Context: an optimization exercise on an open-source flow, tuned for small area, a short achievable clock period and few clock cycles. The choices shown serve that exercise and are no tape-out recipe. Only simulation tests tie the RTL to the original design; equivalence was not proved. Power is estimated from default activity; no workload was simulated.

Design exec_unit, start of the top module:
module exec_unit (
	input logic clk,
	input logic rst_n,
	input logic in_valid,
	output logic in_ready,
	input exec_pkg::issue_t in,
	output logic out_valid,
	input logic out_ready,
	output exec_pkg::result_t out,
	output logic mem_req_valid,
	output exec_pkg::mem_req_t mem_req,
	input logic mem_req_ready,
	input logic mem_rsp_valid,
	input logic [exec_pkg::xlen-1:0] mem_rdata
);
Settings: LEC_CHECK=0, CAP_MARGIN=20, CORE_MARGIN=2, CORE_UTILIZATION=35, CTS_BUF_LIST=sky130_fd_sc_hd__clkbuf_8, PLACE_DENSITY=0.75, SETUP_SLACK_MARGIN=2.6, SLEW_MARGIN=20; clock period 6.5 ns.
standard.sh (not shown) runs the stock make flow with config.mk's settings and CLKGATE_MAP_FILE= SYNTH_SCRIPT=/design/flow/synth_recipe.tcl, a recipe that flattens the netlist after the stock synthesis.
==> flow/flow/run.sh <==
#!/bin/bash
# Layout: the standard flow (standard.sh, unchanged synthesis and steps),
# except that the port buffers ORFS puts on every input and output are
# sky130_fd_sc_hd__buf_1 cells instead of the clkdlybuf4s50_1 delay cells
# buffer_ports picks on its own. The make output goes to flow_make.log here;
# each tool's own log is under orfs/logs/.
set -euo pipefail
export BUFFER_PORTS_ARGS="-buffer_cell sky130_fd_sc_hd__buf_1"
bash standard.sh > flow_make.log 2>&1
Testbench counts at the start, summed over its fixed seeds: cycles 3,300.
==> next run, changes <==
Settings changed: PLACE_DENSITY 0.75 to 0.85, SETUP_SLACK_MARGIN 2.6 to 2.5.
Result: Hold slack barely changes; cell count fell by 0.57%; routed wire length stays flat; die area stays the same; global-route usage fell by 0.28 points; synthesized cell count stays the same; combinational power decreases by about 3%; design area decreases by 2.3%; power came out lower by 2.8%; core utilization shrinks by 0.99 points.
==> next run, changes <==
==> flow/flow/run.sh (replaced) <==
#!/bin/bash
# Layout: the standard flow (standard.sh, unchanged synthesis and steps),
# except that the port buffers ORFS puts on every input and output are
# sky130_fd_sc_hd__buf_2 cells instead of the clkdlybuf4s50_1 delay cells
# buffer_ports picks on its own. The make output goes to flow_make.log here;
# each tool's own log is under orfs/logs/.
set -euo pipefail
export BUFFER_PORTS_ARGS="-buffer_cell sky130_fd_sc_hd__buf_2"
bash standard.sh > flow_make.log 2>&1
Settings changed: CTS_BUF_LIST sky130_fd_sc_hd__clkbuf_8 to default, PLACE_DENSITY 0.85 to default, SETUP_SLACK_MARGIN 2.5 to 2.0.
Final cell count shrinks by 1.5%.
Die area stays the same.
Routed wire length fell by 1.7%.
Flip-flop and latch count stays the same.
==> next run, changes <==
==> flow/flow/run.sh (replaced) <==
#!/bin/bash
# Layout: the standard flow (standard.sh, unchanged synthesis and steps),
# except that the port buffers ORFS puts on every input and output are
# sky130_fd_sc_hd__buf_1 cells instead of the clkdlybuf4s50_1 delay cells
# buffer_ports picks on its own. The make output goes to flow_make.log here;
# each tool's own log is under orfs/logs/.
set -euo pipefail
export BUFFER_PORTS_ARGS="-buffer_cell sky130_fd_sc_hd__buf_1"
bash standard.sh > flow_make.log 2>&1
Settings changed: SETUP_SLACK_MARGIN 2.0 to 2.75.
Result: The new run finished with timing, DRC and antenna clean. Combinational power rose by about a fifth. Clock skew falls by 0.0067 ns. Sequential share of layout area decreases by 2.1 points. Non-clock buffer count went up by 121. Die area does not change. Global-route usage went up by 0.95 points. Worst hold slack is about the same. Sequential power barely changes.
==> next run, changes <==
Settings changed: CTS_BUF_LIST from default to sky130_fd_sc_hd__clkbuf_4, SETUP_SLACK_MARGIN 2.75 to 2.5.
The changed run finished clean.
Design area goes down by a little under a tenth.
Routed wire length goes down by a few percent.
Worst setup slack loses 0.040 ns.
Global-route usage stays flat.
First-iteration DRC count goes up by roughly a tenth.
Worst hold slack gains 0.0032 ns.
==> next run, changes <==
Settings changed: CTS_BUF_LIST sky130_fd_sc_hd__clkbuf_4 to sky130_fd_sc_hd__clkbuf_8, PLACE_DENSITY from default to 0.75.
The changed run ran to the end with no violations.
Critical path depth goes down by 6.
Worst setup slack improved by 0.036 ns.
Design area rises by 1.0%.
Die area does not change.
Synthesized cell count does not change.
Combinational power barely changes.
Area after synthesis does not change.
Hold slack hardly moves.

Starting RTL as in the previous note.
clock: 6.5 ns
lec_check: 0
cap_margin: 20
core_margin: 2
core_utilization: 35
cts_buf_list: sky130_fd_sc_hd__clkbuf_8
setup_slack_margin: 2.5
slew_margin: 20
==> flow/flow/run.sh <==
#!/bin/bash
# Layout: the standard flow (standard.sh, unchanged synthesis and steps),
# except that the port buffers ORFS puts on every input and output are
# sky130_fd_sc_hd__buf_1 cells instead of the clkdlybuf4s50_1 delay cells
# buffer_ports picks on its own. The make output goes to flow_make.log here;
# each tool's own log is under orfs/logs/.
set -euo pipefail
export BUFFER_PORTS_ARGS="-buffer_cell sky130_fd_sc_hd__buf_1"
bash standard.sh > flow_make.log 2>&1
Testbench counts at the start, summed over its fixed seeds: cycles 3,300.
Edit:
--- a/flow/config.mk
+++ b/flow/config.mk
@@ -9,4 +9,5 @@
 export CORE_MARGIN = 2
-export CORE_UTILIZATION = 35
+export CORE_UTILIZATION = 40
 export CTS_BUF_LIST = sky130_fd_sc_hd__clkbuf_8
+export PLACE_DENSITY = 0.75
 export SETUP_SLACK_MARGIN = 2.5
=>
- The changed run finished with timing, DRC and antenna clean
- first-iteration DRC count shrinks by 0.52%
- critical path depth rose by 1
- total power grows by 0.71%
- area after synthesis stays the same
- final cell count falls by 2.5%
- die area decreases by 12%
- global-route usage came out higher by 2.6 points
- maximum frequency shrinks by 0.41%
- routed wire length decreases by 5.2%
- setup slack degrades by 0.017 ns
- combinational power hardly moves
Edit:
--- a/flow/config.mk
+++ b/flow/config.mk
@@ -9,6 +9,4 @@
 export CORE_MARGIN = 2
-export CORE_UTILIZATION = 40
-export CTS_BUF_LIST = sky130_fd_sc_hd__clkbuf_8
-export PLACE_DENSITY = 0.75
-export SETUP_SLACK_MARGIN = 2.5
+export CORE_UTILIZATION = 35
+export SETUP_SLACK_MARGIN = 2.0
 export SLEW_MARGIN = 20
Outcome:
- The changed run went through all stages and came out clean
- setup slack loses 0.35 ns
- first-iteration DRC count falls by 6.2%
- non-clock buffer count falls by 22
Edit:
--- a/flow/config.mk
+++ b/flow/config.mk
@@ -10,3 +10,5 @@
 export CORE_UTILIZATION = 35
-export SETUP_SLACK_MARGIN = 2.0
+export CTS_BUF_LIST = sky130_fd_sc_hd__clkbuf_8
+export PLACE_DENSITY = 0.75
+export SETUP_SLACK_MARGIN = 2.4
 export SLEW_MARGIN = 20
Result: The new run ran to the end with no violations; utilization grows by 0.80 points; global-route usage shrinks by 0.39 points; wire length shrinks by 1.4%; worst hold slack gets better by 0.0064 ns; via count grows by 2.4%; critical path depth grows by 2; power shrinks by 1.0%; clock skew grows by 0.035 ns; synthesized area stays the same; die area stays the same.

==> port drivers added, routing unchanged <==
Ports are ideal in the flow. The routed layouts listed here were re-timed in OpenROAD.
Step 1: set_driving_cell puts a clkbuf_16 on clk and a buf_2 on each other input, an assumption about the parent block.
Step 2 adds t to the input delays and takes it off the output delays; t is the mean of the earliest and latest rising clock arrival at the registers after step 1. Input paths then give back, and output paths get back, about the clock's delay inside the block.
Slacks: ideal ports / drivers / drivers and shift; pairs: ideal ports / drivers.
run | t (ns) | setup slack, ns | worst slew at a driven data input, ns | cell pins on the clock port's net
the first run of note 1 | 0.665 | 2.488 / 2.353 / 1.688 | 0.21 | 1
the second run of note 1 | 0.644 | 2.394 / 2.433 / 1.789 | 0.17 | 1
the third run of note 1 | 0.611 | 2.047 / 2.019 / 1.420 | 0.10 | 1
the fourth run of note 1 | 0.611 | 2.500 / 2.443 / 1.833 | 0.24 | 1
the fifth run of note 1 | 0.855 | 2.460 / 2.358 / 1.503 | 0.17 | 1
the sixth run of note 1 | 0.673 | 2.497 / 2.475 / 1.802 | 0.17 | 1
the first run of note 2 | 0.658 | 2.459 / 2.444 / 1.786 | 0.17 | 1
the second run of note 2 | 0.615 | 2.442 / 2.394 / 1.779 | 0.16 | 1
the third run of note 2 | 0.614 | 2.088 / 2.068 / 1.454 | 0.14 | 1
the fourth run of note 2 | 0.635 | 2.406 / 2.430 / 1.806 | 0.16 | 1
After both steps every run listed still meets setup and hold. For the fifth run of note 1, which loses most, drivers alone change the setup slack by -0.102 ns; drivers and shift together by -0.957 ns.
